This design comes from an exercise in tuning for small area, a short achievable clock period and few clock cycles per item on the open sky130 flow, not from production work.
Only simulation tests tie the RTL to the original design; equivalence was not proved.
Power and IR drop assume default switching activity.

Setup of job 8588:
## ldpc_dec_top
module ldpc_dec_top (
  input  logic         clk,
  input  logic         rst,
  input  logic         cyc,
  input  logic         stb,
  input  logic         we,
  input  logic [7:0]   adr,
  input  logic [31:0]  dat_w,
  output logic [31:0]  dat_r,
  output logic         ack
);
Settings: LEC_CHECK=0, ABC_AREA=1, CAP_MARGIN=20, CORE_MARGIN=2, CORE_UTILIZATION=40, SETUP_SLACK_MARGIN=1.5, SLEW_MARGIN=20; clock period 4.0 ns.
run.sh (not shown) runs the stock make flow with config.mk's settings and CLKGATE_MAP_FILE= SYNTH_SCRIPT=/design/flow/synth_recipe.tcl, a recipe that flattens the netlist after the stock synthesis.
Job 8588: all stages complete, timing, DRC and antenna checks passed
Testbench counts of job 8588, summed over its fixed seeds: cycles 3,008, items 64.
Input-level comparison between job 4492 and job 8588:
Settings: changing CORE_UTILIZATION from 40 to 50; changing SETUP_SLACK_MARGIN from 1.5 to 2.5; setting CTS_BUF_LIST to sky130_fd_sc_hd__clkbuf_4 sky130_fd_sc_hd__clkbuf_8 for the first time.
### Flow results
Sort job 8588 and job 4492 by count of inverters not on the clock network in the layout desc -> top: job 4492
Post-layout total power of job 4492 falls short of that of job 8588 by a few percent.
Going from job 8588 to job 4492, critical path depth shrinks by 1.
What job 4492 reported for met2 wire length has to be multiplied by 0.894 to get the figure for job 8588.
What job 8588 reported for internal power component has to be multiplied by 0.924 to get the figure for job 4492.
[diff] internal reg-to-reg setup slack, job 4492 relative to job 8588: improvement
A endpoint of the worst setup timing path of dat_r[20] is what job 8588 shows, while dat_r[25] belongs to job 4492.
In the metrics for job 8588 and job 4492, the one carrying the lower proportion of cell area spent on the clock network is job 4492.
Modified inputs, job 180 compared to job 4492
Settings: SETUP_SLACK_MARGIN: 2.5 -> 1.5; PLACE_DENSITY: unset -> 0.75.
==> comparison <==
Of the two values seen for top cell class by occupied area, multi-input combinational cells was produced by job 4492 and registers by job 180.
When the final numbers for job 4492 and job 180 were put side by side, the hold slack turned out to be smaller in job 180.
Delta (job 180 minus job 4492): combinational power down about 24%; setup slack now larger; proportion of cell area occupied by registers increased by 5.4 points relative to the old numbers.
Delta (job 180 minus job 4492): wire length reported by the detailed router moved down, multi-input combinational gate total moved down, core utilization moved down.
[inputs] job 6062 vs job 180
Settings: a deleted PLACE_DENSITY that had been 0.75; a change of SETUP_SLACK_MARGIN from 1.5 to 1.0; a deleted CTS_BUF_LIST that had been sky130_fd_sc_hd__clkbuf_4 sky130_fd_sc_hd__clkbuf_8; a change of CORE_UTILIZATION from 50 to 40.
Job 6062 did not stop at any stage, and its layout met the timing, design-rule and antenna checks. Total power after layout sits higher in job 6062 than in job 180. Job 6062 does worse than job 180 on tightest hold margin. Per the comparison of job 6062 with job 180, utilization went down 14 points, portion of the layout cell area used by non-clock buffers went down 3.7 points. Reported for job 6062 and job 180, number of hold-repair buffers added at the cts stage turned out identical to the last digit. Diff job 6062 and job 180: final worst slack higher in job 6062. Finished layout cell area is lower on job 6062. Share of power burned in combinational logic, job 6062 and job 180, lower one = job 6062.
For job 5109, these inputs were changed with respect to job 6062:
Settings: SETUP_SLACK_MARGIN changed from 1.0 to 1.5; CORE_UTILIZATION changed from 40 to 50.
### Flow results
- The sequential fraction of design power reported for job 5109 is greater than that of job 6062 by 3.4 points.
- Area of the multi-input gates: job 5109 vs job 6062 down 0.41%
- Diff job 5109 and job 6062: global-route met1 utilization higher in job 5109
- Final area (higher): job 6062
- | total stage count of the critical path | higher: job 6062 |
- Comparing job 5109 and job 6062, share of the clock period used by the worst path is higher on job 5109.
- Looking at core utilization, job 5109 sits 13 points higher than job 6062 does.
- Hold slack across job 5109 and job 6062: no real change.

* * *

== build 8 ==
ldpc_dec_top again, from the RTL that the note above started with.
==> flow/config.mk <==
export PLATFORM = sky130hd
export DESIGN_NAME = ldpc_dec_top
export DESIGN_NICKNAME = ldpc_dec_top
export VERILOG_FILES = /design/flow/design.v
export SDC_FILE = /design/flow/constraint.sdc
export NUM_CORES = 4
export LEC_CHECK = 0
export CAP_MARGIN = 20
export CORE_MARGIN = 2
export CORE_UTILIZATION = 40
export SETUP_SLACK_MARGIN = 1.5
export SLEW_MARGIN = 20
==> flow/constraint.sdc <==
create_clock -name core_clock -period 4.0 [get_ports {clk}]
set_input_delay 0.8000 -clock core_clock [delete_from_list [all_inputs] [get_ports {clk}]]
set_output_delay 0.8000 -clock core_clock [all_outputs]
set_load 0.01 [all_outputs]
Build 8 finished all stages; the layout is clean.
Testbench counts of build 8, summed over its fixed seeds: cycles 3,008, items 64.
Input-level comparison between build 20 and build 8:
Settings: an added CTS_BUF_LIST of sky130_fd_sc_hd__clkbuf_4 sky130_fd_sc_hd__clkbuf_8; a change of CORE_UTILIZATION from 40 to 50; an added ABC_AREA of 1.
### Flow results
Cmp build 20 and build 8 / post-synthesis net count / lower: build 8
The run showing the greater number of iterations in the first detailed-routing pass is build 8.
Build 20 vs. build 8: sequential fraction of design power climbed 8.7 points; share of the final layout cell area in multi-input gates shows an increase of 0.50 points; number of cells in the finished layout apart from fillers moved up.
Diff build 20..build 8 | I/O pin count | unchanged
Comparing ratio of routed vias to standard cells for build 20 and build 8, the smaller number came from build 20.
In build 20, chip height is lower than in build 8.
Edits applied to the flow inputs when going from build 20 to build 1:
Settings: GPL_ROUTABILITY_DRIVEN newly set to 0.
Results
- Build 1: done, clean on timing, DRC and antenna
- Power: build 1 draws more than build 20
- The critical path depth in cells of build 1 is lower than that of build 20.
- Portion of the clock cycle consumed by the worst path in the final layout | build 1 below build 20
Input-level comparison between build 49 and build 1:
Settings: removing ABC_AREA (formerly 1); removing CTS_BUF_LIST (formerly sky130_fd_sc_hd__clkbuf_4 sky130_fd_sc_hd__clkbuf_8); changing CORE_UTILIZATION from 50 to 40; setting ABC_CLOCK_PERIOD_IN_PS to 1500 for the first time; removing GPL_ROUTABILITY_DRIVEN (formerly 0).
Findings:
Synthesized netlist cell count came out lower on build 49 than on build 1. Global-route usage over all layers delta for build 49 relative to build 1: 3.9 points lower. Count of buffer and inverter cells on the critical path in build 49 is 1 higher than in build 1. Re transition time at the pin with the least slew margin: build 1 was lower than build 49. Changes observed in build 49 relative to build 1: mean number of vias per cell increased by 6.1% relative to the old numbers, critical path depth moved down, slack of the critical path -0.47 ns.
[inputs] build 24 vs build 49
Settings: swapping 40 for 58 in CORE_UTILIZATION; putting CTS_BUF_LIST at sky130_fd_sc_hd__clkbuf_4 sky130_fd_sc_hd__clkbuf_8 where nothing was set; clearing ABC_CLOCK_PERIOD_IN_PS, which used to be 1500; putting ABC_AREA at 1 where nothing was set.
[summary]
From build 49 to build 24 the numbers moved as follows: well-tap cell count now smaller; final cell count climbed 54; violation count after the first detailed-routing iteration saw an increase. Going from build 49 to build 24, the period utilization was found to have gone down by 6.5 points. The worst setup skew after layout of build 49 and that of build 24 are within noise of each other. In summary, build 24 completed successfully, with a layout that passed the timing, design-rule and antenna checks.

## afterwards: timing with drivers on the ports
The flow's constraints put no driver on any port. The routed layouts listed below were extracted and timed again, unchanged, in two steps. Step 1, drivers: a clkbuf_16 drives clk and a buf_2 each remaining input, both assumed. Step 2 also shifts input and output timing later by t, the mid clock arrival at the registers, as if the neighbouring blocks saw the same clock. Three values: ideal ports, drivers, drivers and shift; two values: the first two.
run | t, ns | setup slack, ns | worst hold slack (ns)
job 8588 | 0.471 | 0.685 / 0.654 / 0.654 | 0.475 / 0.475 / 0.475
job 4492 | 0.508 | 0.506 / 0.472 / 0.472 | 0.497 / 0.497 / 0.497
job 180 | 0.508 | 0.527 / 0.465 / 0.151 | 0.471 / 0.471 / 0.471
job 6062 | 0.477 | 0.631 / 0.593 / 0.593 | 0.466 / 0.466 / 0.466
job 5109 | 0.473 | 0.617 / 0.545 / 0.545 | 0.463 / 0.463 / 0.463
build 8 | 0.470 | 0.183 / 0.145 / -0.246 | 0.480 / 0.480 / 0.480
build 20 | 0.501 | 0.634 / 0.575 / 0.575 | 0.465 / 0.465 / 0.465
build 1 | 0.494 | 0.654 / 0.552 / 0.552 | 0.469 / 0.469 / 0.469
build 49 | 0.470 | 0.183 / 0.145 / -0.246 | 0.480 / 0.480 / 0.480
build 24 | 0.488 | 0.445 / 0.406 / -0.038 | 0.483 / 0.483 / 0.483
Met with ideal ports but missed after step 2: setup timing in build 8, build 49 and build 24. The setup slack of build 24, which loses most, moves by -0.039 ns with the drivers and by -0.483 ns with both steps.
